Source: an optimization exercise on an open RTL-to-GDS flow (aim: small area, a short achievable clock period and few clock cycles per item). Production flows keep margins and buffers that such runs may drop.
The RTL was checked by simulation tests, not by an equivalence proof against the original design.

==> wip/yarrow: inputs <==
==> flow/design.v (excerpt) <==
module inv_byte_substitution_state (
    input  logic           i_clock,
    input  logic           i_reset,
    input  logic [127:0]   i_state,
    input  logic           i_valid,
    output logic           o_ready,
    output logic [127:0]   o_state,
    output logic           o_valid,
    input  logic           i_ready
);
    logic vout_q, va_q, vs_q, ready_q;
    logic lo, la, acc;
    logic fo, fa;
    assign fo = ~vout_q;
    assign fa = ~(va_q & vout_q);
    inv_byte_flag u_ovalid (
        .i_clock (i_clock),
        .i_reset (i_reset),
        .i_en    (lo),
        .i_d     (va_q),
        .o_q     (o_valid)
    );
    assign acc = i_valid & ready_q;
    assign lo  = ~vout_q | i_ready;    
    assign la  = ~va_q | lo;           
    for (genvar k = 0; k < 16; k++) begin : g_lane
        inv_byte_lane u_lane (
            .i_clock (i_clock),
            .i_byte  (i_state[8*k +: 8]),
            .i_ready (i_ready),
            .i_fo    (fo),
            .i_fa    (fa),
            .i_vs    (vs_q),
            .o_byte  (o_state[8*k +: 8])
        );
    end
    always_ff @(posedge i_clock) begin
        if (i_reset) begin
            vout_q  <= 1'b0;
            va_q    <= 1'b0;
            vs_q    <= 1'b0;
            ready_q <= 1'b1;
        end else begin
            if (lo) vout_q <= va_q;
            if (la) begin
                va_q    <= vs_q | acc;
                vs_q    <= vs_q & acc;
                ready_q <= ~(vs_q & acc);
            end else begin
                vs_q    <= vs_q | acc;
                ready_q <= ~(vs_q | acc);
            end
        end
    end
    assign o_ready = ready_q;
endmodule
==> module inv_byte_substitution_state, before the edit <==
module inv_byte_substitution_state (
    input  logic           i_clock,
    input  logic           i_reset,
    input  logic [127:0]   i_state,
    input  logic           i_valid,
    output logic           o_ready,
    output logic [127:0]   o_state,
    output logic           o_valid,
    input  logic           i_ready
);
    logic vout_q, va_q, vs_q, ready_q;
    logic lo, la, acc;
    logic fo, fa;
    assign fo = ~vout_q;
    assign fa = ~(va_q & vout_q);
    inv_byte_flag u_ovalid (
        .i_clock (i_clock),
        .i_reset (i_reset),
        .i_en    (lo),
        .i_d     (va_q),
        .o_q     (o_valid)
    );
    assign acc = i_valid & ready_q;
    assign lo  = ~vout_q | i_ready;    
    assign la  = ~va_q | lo;           
    for (genvar k = 0; k < 16; k++) begin : g_lane
        inv_byte_lane u_lane (
            .i_clock (i_clock),
            .i_byte  (i_state[8*k +: 8]),
            .i_ready (i_ready),
            .i_fo    (fo),
            .i_fa    (fa),
            .i_vs    (vs_q),
            .o_byte  (o_state[8*k +: 8])
        );
    end
    always_ff @(posedge i_clock) begin
        if (i_reset) begin
            vout_q  <= 1'b0;
            va_q    <= 1'b0;
            vs_q    <= 1'b0;
            ready_q <= 1'b1;
        end else begin
            if (lo) vout_q <= va_q;
            if (la) begin
                va_q    <= vs_q | acc;
                vs_q    <= vs_q & acc;
                ready_q <= ~(vs_q & acc);
            end else begin
                vs_q    <= vs_q | acc;
                ready_q <= ~(vs_q | acc);
            end
        end
    end
    assign o_ready = ready_q;
endmodule
==> module inv_byte_lane, before the edit <==
module inv_byte_lane (
    input  logic       i_clock,
    input  logic [7:0] i_byte,
    input  logic       i_ready,
    input  logic       i_fo,
    input  logic       i_fa,
    input  logic       i_vs,
    output logic [7:0] o_byte
);
    logic [7:0] a_q, s_q, out_q, sb, a_n, a_d, s_d, out_d;
    logic       lo, la, ls, lo_n, la_n, ls_n;
    assign lo_n = ~(i_ready | i_fo);
    assign la_n = ~(i_ready | i_fa);
    assign lo   = ~lo_n;
    assign la   = ~la_n;
    assign ls   = ~i_vs;
    assign ls_n = i_vs;
    for (genvar b = 0; b < 8; b++) begin : g_bit
        inv_byte_mux2i u_mux (
            .i_a0 (i_byte[b]),
            .i_a1 (s_q[b]),
            .i_s  (i_vs),
            .o_y  (a_n[b])
        );
        inv_byte_hold u_hold_a (
            .i_ld   (la),
            .i_ld_n (la_n),
            .i_d    (a_n[b]),
            .i_q    (a_q[b]),
            .o_d    (a_d[b])
        );
        inv_byte_hold u_hold_s (
            .i_ld   (ls),
            .i_ld_n (ls_n),
            .i_d    (i_byte[b]),
            .i_q    (s_q[b]),
            .o_d    (s_d[b])
        );
        inv_byte_hold u_hold_o (
            .i_ld   (lo),
            .i_ld_n (lo_n),
            .i_d    (sb[b]),
            .i_q    (out_q[b]),
            .o_d    (out_d[b])
        );
    end
    inv_byte_substitution_algorithm u_alg (
        .i_byte (a_q),
        .o_byte (sb)
    );
    always_ff @(posedge i_clock) begin
        out_q <= out_d;
        a_q   <= a_d;
        s_q   <= s_d;
    end
    assign o_byte = out_q;
endmodule
==> module inv_byte_hold, before the edit <==
module inv_byte_hold (
    input  logic i_ld,
    input  logic i_ld_n,
    input  logic i_d,
    input  logic i_q,
    output logic o_d
);
    assign o_d = (i_ld & i_d) | (i_ld_n & i_q);
endmodule
Settings: LEC_CHECK=0, CAP_MARGIN=20, CORE_MARGIN=2, CORE_UTILIZATION=40, CTS_CLUSTER_DIAMETER=80, CTS_CLUSTER_SIZE=20, SLEW_MARGIN=20, SYNTH_HIERARCHICAL=1; clock period 16.0 ns.
standard.sh (not shown) runs the stock make flow with config.mk's settings and CLKGATE_MAP_FILE= SYNTH_SCRIPT=/design/flow/synth_recipe.tcl, a recipe that flattens the netlist after the stock synthesis.
==> flow/flow/run.sh <==
#!/bin/bash
set -euo pipefail
bash standard.sh "BUFFER_PORTS_ARGS=-buffer_cell sky130_fd_sc_hd__buf_2" SETUP_SLACK_MARGIN=11.4 finish > standard_flow.log 2>&1
==> wip/nickel (differences from wip/yarrow) <==
--- a/flow/design.v
+++ b/flow/design.v
@@ -208,7 +208,4 @@
     logic vout_q, va_q, vs_q, ready_q;
     logic lo, la, acc;
-    logic fo, fa;
-    assign fo = ~vout_q;
-    assign fa = ~(va_q & vout_q);
     inv_byte_flag u_ovalid (
         .i_clock (i_clock),
@@ -226,6 +223,6 @@
             .i_byte  (i_state[8*k +: 8]),
             .i_ready (i_ready),
-            .i_fo    (fo),
-            .i_fa    (fa),
+            .i_vout  (vout_q),
+            .i_va    (va_q),
             .i_vs    (vs_q),
             .o_byte  (o_state[8*k +: 8])
@@ -256,17 +253,14 @@
     input  logic [7:0] i_byte,
     input  logic       i_ready,
-    input  logic       i_fo,
-    input  logic       i_fa,
+    input  logic       i_vout,
+    input  logic       i_va,
     input  logic       i_vs,
     output logic [7:0] o_byte
 );
-    logic [7:0] a_q, s_q, out_q, sb, a_n, a_d, s_d, out_d;
-    logic       lo, la, ls, lo_n, la_n, ls_n;
-    assign lo_n = ~(i_ready | i_fo);
-    assign la_n = ~(i_ready | i_fa);
-    assign lo   = ~lo_n;
-    assign la   = ~la_n;
-    assign ls   = ~i_vs;
-    assign ls_n = i_vs;
+    logic [7:0] a_q, s_q, out_q, sb, a_d;
+    logic       lo, la, ls;
+    assign lo = ~i_vout | i_ready;
+    assign la = ~i_va | lo;
+    assign ls = ~i_vs | la;
     for (genvar b = 0; b < 8; b++) begin : g_bit
         inv_byte_mux2i u_mux (
@@ -274,26 +268,5 @@
             .i_a1 (s_q[b]),
             .i_s  (i_vs),
-            .o_y  (a_n[b])
-        );
-        inv_byte_hold u_hold_a (
-            .i_ld   (la),
-            .i_ld_n (la_n),
-            .i_d    (a_n[b]),
-            .i_q    (a_q[b]),
-            .o_d    (a_d[b])
-        );
-        inv_byte_hold u_hold_s (
-            .i_ld   (ls),
-            .i_ld_n (ls_n),
-            .i_d    (i_byte[b]),
-            .i_q    (s_q[b]),
-            .o_d    (s_d[b])
-        );
-        inv_byte_hold u_hold_o (
-            .i_ld   (lo),
-            .i_ld_n (lo_n),
-            .i_d    (sb[b]),
-            .i_q    (out_q[b]),
-            .o_d    (out_d[b])
+            .o_y  (a_d[b])
         );
     end
@@ -303,19 +276,10 @@
     );
     always_ff @(posedge i_clock) begin
-        out_q <= out_d;
-        a_q   <= a_d;
-        s_q   <= s_d;
+        if (lo) out_q <= sb;
+        if (la) a_q   <= a_d;
+        if (ls) s_q   <= i_byte;
     end
     assign o_byte = out_q;
 endmodule
-module inv_byte_hold (
-    input  logic i_ld,
-    input  logic i_ld_n,
-    input  logic i_d,
-    input  logic i_q,
-    output logic o_d
-);
-    assign o_d = (i_ld & i_d) | (i_ld_n & i_q);
-endmodule
 module inv_byte_flag (
     input  logic i_clock,
==> flow/flow/run.sh (replaced) <==
#!/bin/bash
# The standard layout, with plain buf_2 cells as the port buffers instead of the delay
# buffer that buffer_ports picks by default. Everything else is the standard flow.
set -euo pipefail
bash standard.sh "BUFFER_PORTS_ARGS=-buffer_cell sky130_fd_sc_hd__buf_2" finish > standard_flow.log 2>&1
- CTS_CLUSTER_DIAMETER: 80 -> not set
- CTS_CLUSTER_SIZE: 20 -> not set
==> wip/indigo (differences from wip/yarrow) <==
==> flow/flow/run.sh (replaced) <==
#!/bin/bash
# The standard layout, with plain buf_2 cells as the port buffers instead of the delay
# buffer that buffer_ports picks by default. Everything else is the standard flow.
set -euo pipefail
bash standard.sh "BUFFER_PORTS_ARGS=-buffer_cell sky130_fd_sc_hd__buf_2" SETUP_SLACK_MARGIN=11.4 finish > standard_flow.log 2>&1
- CORE_UTILIZATION: 40 -> 55
==> summary of the runs <==
Hold slack: wip/nickel > wip/indigo > wip/yarrow. Global-route usage: wip/yarrow is higher than wip/nickel (1.4 points). Sequential cell count is the same in wip/yarrow and wip/nickel. In synthesized area, wip/indigo and wip/yarrow do not differ.
Testbench counts of wip/yarrow, summed over its fixed seeds: cycles 1,616, items 1,600.
Testbench counts of wip/nickel, summed over its fixed seeds: cycles 1,616, items 1,600.
Testbench counts of wip/indigo, summed over its fixed seeds: cycles 1,616, items 1,600.

==> re-timing with driven ports <==
No port has a modelled driver above. Below, the same layouts with a new extraction and two added sets of constraints.
Step 1 assumes that a clkbuf_16 drives the clock port and a buf_2 every other input.
Step 2 also shifts input and output timing later by t, the mid clock arrival at the registers, as if the neighbouring blocks saw the same clock.
a / b / c = no drivers / after step 1 / after step 2; a / b = the first two.
run | shift t [ns] | slack for setup (ns) | worst slew at a driven data input, ns
wip/yarrow | 0.674 | 11.601 / 11.538 / 11.235 | 0.12
wip/nickel | 0.621 | 11.494 / 11.494 / 10.958 | 0.10
wip/indigo | 0.653 | 11.552 / 11.486 / 11.260 | 0.09
After both steps setup and hold are still met in every run listed. For wip/nickel, which loses most, drivers alone change the setup slack by 0.000 ns; drivers and shift together by -0.536 ns.
